This design comes from an exercise in tuning for small area, a short achievable clock period and few clock cycles per item on the open sky130 flow, not from production work. Function was checked by simulation only, so behaviour that the tests miss may differ from the original. No activity file was given, so power comes from the tool's default toggle rates.

==> flow/design.v <==
package legv8_pkg;
  typedef struct packed {
    logic [10:0] opcode;
    logic [4:0]  rm;
    logic [5:0]  shamt;
    logic [4:0]  rn;
    logic [4:0]  rd;
  } r_fmt_t;
  typedef struct packed {
    logic [10:0] opcode;
    logic [8:0]  addr;  
    logic [1:0]  op2;
    logic [4:0]  rn;
    logic [4:0]  rt;
  } d_fmt_t;
  typedef union packed {
    r_fmt_t r;
    d_fmt_t d;
  } instr_u;
  typedef enum logic [3:0] {
    ALU_AND = 4'b0000,
    ALU_ORR = 4'b0001,
    ALU_ADD = 4'b0010,
    ALU_SUB = 4'b0110
  } alu_fn_e;
  typedef struct packed {
    alu_fn_e alu_fn;
    logic    alu_src;     
    logic    mem_read;
    logic    mem_write;
    logic    reg_write;
    logic    mem_to_reg;
  } ctrl_t;
  typedef enum logic [1:0] {
    FWD_REG = 2'b00,
    FWD_WB  = 2'b01,
    FWD_MEM = 2'b10
  } fwd_sel_e;
  typedef struct packed {
    logic                   valid;
    logic [64-1:0] pc;
    instr_u                 instr;
  } if_id_t;
  typedef struct packed {
    ctrl_t                  ctrl;
    logic [64-1:0] rn_data;
    logic [64-1:0] rm_data;   
    logic [64-1:0] imm;
    logic [4:0]             rn_idx;
    logic [4:0]             rm_idx;
    logic [4:0]             rd_idx;
  } id_ex_t;
  typedef struct packed {
    logic                   mem_read;
    logic                   mem_write;
    logic                   reg_write;
    logic                   mem_to_reg;
    logic [64-1:0] alu_result;
    logic [64-1:0] store_data;
    logic [4:0]             rd_idx;
  } ex_mem_t;
  typedef struct packed {
    logic                   reg_write;
    logic                   mem_to_reg;
    logic [64-1:0] alu_result;
    logic [64-1:0] load_data;
    logic [4:0]             rd_idx;
  } mem_wb_t;
  typedef struct packed {
    logic                   we;
    logic [4:0]             idx;
    logic [64-1:0] data;
  } wb_t;
endpackage
module cpu_top (
  input  logic                   CLOCK,
  input  logic                   rst_n,
  output logic [64-1:0] pc,
  input  logic [31:0]            instr,
  output logic [64-1:0] mem_addr,
  output logic [64-1:0] mem_wdata,
  output logic                   mem_read,
  output logic                   mem_write,
  input  logic [64-1:0] mem_rdata
);
  localparam int XLEN = 64;
  localparam int NREG = 32 - 1;  
  logic            stall;
  logic [31:0]     ir;
  logic            d_add, d_sub, d_and, d_orr, d_ld, d_st;
  logic [NREG-1:0] d_sel_a, d_sel_b;
  logic            d_byp_a, d_byp_b;
  logic            d_hit_a, d_hit_b;
  logic            e_we, e_ld, e_st;
  logic [4:0]      e_rd;
  logic            m_we, m_ld, m_st;
  logic [4:0]      m_rd;
  logic [XLEN-1:0] m_res;
  logic [XLEN-1:0] m_sd;
  logic [XLEN-1:0] m_wdata;
  logic [NREG-1:0] rf_valid;
  logic [NREG-1:0] rf_valid_next;
  logic [XLEN-1:2] pc_q;
  always_ff @(posedge CLOCK or negedge rst_n) begin
    if (!rst_n) begin
      pc_q <= '0;
    end else if (!stall) begin
      pc_q <= pc_q + 1'b1;
    end
  end
  assign pc = {pc_q, 2'b00};
  logic [31:0] nx;
  logic [10:0] nx_op;
  logic [4:0]  nx_a, nx_b;
  logic        nx_we_d;  
  logic [4:0]  d_rd;
  logic        d_we;
  assign nx    = stall ? ir : instr;
  assign nx_op = nx[31:21];
  assign nx_a  = nx[9:5];
  assign nx_b  = nx[28] ? nx[4:0] : nx[20:16];
  assign d_rd    = ir[4:0];
  assign d_we    = (d_add | d_sub | d_and | d_orr | d_ld) && (d_rd != 5'd31);
  assign nx_we_d = d_we && !stall;
  always_ff @(posedge CLOCK or negedge rst_n) begin
    if (!rst_n) begin
      ir      <= '0;
      d_add   <= 1'b0;
      d_sub   <= 1'b0;
      d_and   <= 1'b0;
      d_orr   <= 1'b0;
      d_ld    <= 1'b0;
      d_st    <= 1'b0;
      d_hit_a <= 1'b0;
      d_hit_b <= 1'b0;
    end else begin
      ir      <= nx;
      d_add   <= (nx_op == 11'b10001011000);
      d_sub   <= (nx_op == 11'b11001011000);
      d_and   <= (nx_op == 11'b10001010000);
      d_orr   <= (nx_op == 11'b10101010000);
      d_ld    <= (nx_op == 11'b11111000010);
      d_st    <= (nx_op == 11'b11111000000);
      d_hit_a <= nx_we_d && (d_rd == nx_a);
      d_hit_b <= nx_we_d && (d_rd == nx_b);
    end
  end
  logic byp_a_next, byp_b_next;
  assign byp_a_next = e_we && (e_rd == nx_a);
  assign byp_b_next = e_we && (e_rd == nx_b);
  always_ff @(posedge CLOCK) begin
    d_byp_a <= byp_a_next;
    d_byp_b <= byp_b_next;
    for (int i = 0; i < NREG; i++) begin
      d_sel_a[i] <= rf_valid_next[i] && (nx_a == 5'(i)) && !byp_a_next;
      d_sel_b[i] <= rf_valid_next[i] && (nx_b == 5'(i)) && !byp_b_next;
    end
  end
  logic use_a, use_b;
  assign use_a = d_add | d_sub | d_and | d_orr | d_ld | d_st;
  assign use_b = d_add | d_sub | d_and | d_orr | d_st;
  assign stall = (e_ld && ((d_hit_a && use_a) || (d_hit_b && use_b))) ||
                 (d_sub && d_hit_b);
  logic [NREG-1:0][XLEN-1:0] rf;
  assign m_wdata = m_ld ? mem_rdata : m_res;
  always_comb begin
    rf_valid_next = rf_valid;
    if (m_we) rf_valid_next[m_rd] = 1'b1;
  end
  always_ff @(posedge CLOCK or negedge rst_n) begin
    if (!rst_n) rf_valid <= '0;
    else        rf_valid <= rf_valid_next;
  end
  for (genvar i = 0; i < NREG; i++) begin : g_rf
    always_ff @(posedge CLOCK) begin
      if (m_we && m_rd == 5'(i)) rf[i] <= m_wdata;
    end
  end
  logic [XLEN-1:0] rd_a, rd_b;
  always_comb begin
    rd_a = {XLEN{d_byp_a}} & m_wdata;
    rd_b = {XLEN{d_byp_b}} & m_wdata;
    for (int i = 0; i < NREG; i++) begin
      rd_a = rd_a | ({XLEN{d_sel_a[i]}} & rf[i]);
      rd_b = rd_b | ({XLEN{d_sel_b[i]}} & rf[i]);
    end
  end
  logic [XLEN-1:0] e_a;        
  logic [XLEN-1:0] e_b;        
  logic [XLEN-1:0] e_sd;       
  logic [XLEN-1:0] e_fa;       
  logic [XLEN-1:0] e_fb;       
  logic            e_sd_fwd;   
  logic            e_sub, e_and, e_orr;
  logic            d_imm;
  logic            d_fwd_b;
  logic [XLEN-1:0] d_b;
  logic [XLEN-1:0] result;
  assign d_imm   = d_ld | d_st;
  assign d_fwd_b = d_hit_b & ~d_imm & ~d_sub;
  assign d_b     = d_imm ? {{(XLEN-9){ir[20]}}, ir[20:12]} : (rd_b ^ {XLEN{d_sub}});
  always_ff @(posedge CLOCK or negedge rst_n) begin
    if (!rst_n) begin
      e_we <= 1'b0;
      e_ld <= 1'b0;
      e_st <= 1'b0;
    end else begin
      e_we <= d_we & ~stall;
      e_ld <= d_ld & ~stall;
      e_st <= d_st & ~stall;
    end
  end
  always_ff @(posedge CLOCK) begin
    e_rd     <= d_rd;
    e_a      <= rd_a & ~{XLEN{d_hit_a}};
    e_b      <= d_b & ~{XLEN{d_fwd_b}};
    e_sd     <= rd_b;
    e_fa     <= result & {XLEN{d_hit_a}};
    e_fb     <= result & {XLEN{d_fwd_b}};
    e_sd_fwd <= d_hit_b;
    e_sub    <= d_sub;
    e_and    <= d_and;
    e_orr    <= d_orr;
  end
  logic [XLEN-1:0] op_a, op_b;
  logic [XLEN:0]   sum;
  assign op_a = e_a | e_fa;
  assign op_b = e_b | e_fb;  
  assign sum  = {op_a, 1'b1} + {op_b, e_sub};
  always_comb begin
    if (e_and)      result = op_a & op_b;
    else if (e_orr) result = op_a | op_b;
    else            result = sum[XLEN:1];
  end
  always_ff @(posedge CLOCK or negedge rst_n) begin
    if (!rst_n) begin
      m_we <= 1'b0;
      m_ld <= 1'b0;
      m_st <= 1'b0;
    end else begin
      m_we <= e_we;
      m_ld <= e_ld;
      m_st <= e_st;
    end
  end
  always_ff @(posedge CLOCK) begin
    m_rd  <= e_rd;
    m_res <= result;
    m_sd  <= e_sd_fwd ? m_res : e_sd;
  end
  assign mem_addr  = m_res;
  assign mem_wdata = m_sd;
  assign mem_read  = m_ld;
  assign mem_write = m_st;
endmodule
clock: 7.5 ns
lec_check: 0
cap_margin: 20
core_margin: 2
core_utilization: 45
cts_cluster_diameter: 100
cts_cluster_size: 20
place_density: 0.55
setup_slack_margin: 4.3
slew_margin: 20
tns_end_percent: 100
run.sh (not shown) runs the stock make flow with config.mk's settings and CLKGATE_MAP_FILE= SYNTH_SCRIPT=/design/flow/synth_recipe.tcl, a recipe that flattens the netlist after the stock synthesis.
The baseline completed without violations.
Testbench counts at the start, summed over its fixed seeds: cycles 12,729, instructions 12,160.
Then changed:
--- a/flow/design.v
+++ b/flow/design.v
@@ -158,10 +158,9 @@
   end
   logic use_a, use_b;
   assign use_a = d_add | d_sub | d_and | d_orr | d_ld | d_st;
   assign use_b = d_add | d_sub | d_and | d_orr | d_st;
-  assign stall = (e_ld && ((d_hit_a && use_a) || (d_hit_b && use_b))) ||
-                 (d_sub && d_hit_b);
+  assign stall = e_ld && ((d_hit_a && use_a) || (d_hit_b && use_b));
   logic [NREG-1:0][XLEN-1:0] rf;
   assign m_wdata = m_ld ? mem_rdata : m_res;
   always_comb begin
     rf_valid_next = rf_valid;
@@ -196,9 +195,9 @@
   logic            d_fwd_b;
   logic [XLEN-1:0] d_b;
   logic [XLEN-1:0] result;
   assign d_imm   = d_ld | d_st;
-  assign d_fwd_b = d_hit_b & ~d_imm & ~d_sub;
+  assign d_fwd_b = d_hit_b & ~d_imm;
   assign d_b     = d_imm ? {{(XLEN-9){ir[20]}}, ir[20:12]} : (rd_b ^ {XLEN{d_sub}});
   always_ff @(posedge CLOCK or negedge rst_n) begin
     if (!rst_n) begin
       e_we <= 1'b0;
@@ -215,9 +214,9 @@
     e_a      <= rd_a & ~{XLEN{d_hit_a}};
     e_b      <= d_b & ~{XLEN{d_fwd_b}};
     e_sd     <= rd_b;
     e_fa     <= result & {XLEN{d_hit_a}};
-    e_fb     <= result & {XLEN{d_fwd_b}};
+    e_fb     <= (result ^ {XLEN{d_sub}}) & {XLEN{d_fwd_b}};
     e_sd_fwd <= d_hit_b;
     e_sub    <= d_sub;
     e_and    <= d_and;
     e_orr    <= d_orr;
Die area came out higher by 0.57%; total power barely changes; clock skew stays flat; critical path depth came out higher by 9; clock-buffer cell count came out higher by 2; global-route usage came out higher by 0.22 points; sequential power hardly moves; worst setup slack gets better by 0.12 ns; non-clock buffer count came out higher by 21; utilization came out higher by 0.11 points; hold slack gets better by 0.017 ns; design area came out higher by 0.50%.
Testbench counts after the change, summed over its fixed seeds: cycles 12,675, instructions 12,160.

==> separate check: timing with driven ports <==
In the flow no input, the clock included, has a driving cell. The finished layouts below were timed again as built, in two steps. Step 1, drivers: a clkbuf_16 drives CLOCK and a buf_2 each remaining input, both assumed. Step 2 times the ports against the registers' clock, not the clock port: input delays grow and output delays shrink by t, the midpoint of the rising clock arrivals with the driver on. Three values: no drivers, after step 1, after step 2; two values: the first two.
run	t (ns)	slack for setup (ns)	latest minus earliest clock arrival (ns)	pins driven straight from the clock port
the first run	0.960	3.910 / 3.910 / 3.382	0.049 / 0.049	1
the second run	0.975	4.032 / 4.032 / 3.509	0.051 / 0.051	1
After both steps every run listed still meets setup and hold. The setup slack of the first run, which loses most, moves by 0.000 ns with the drivers and by -0.528 ns with both steps.
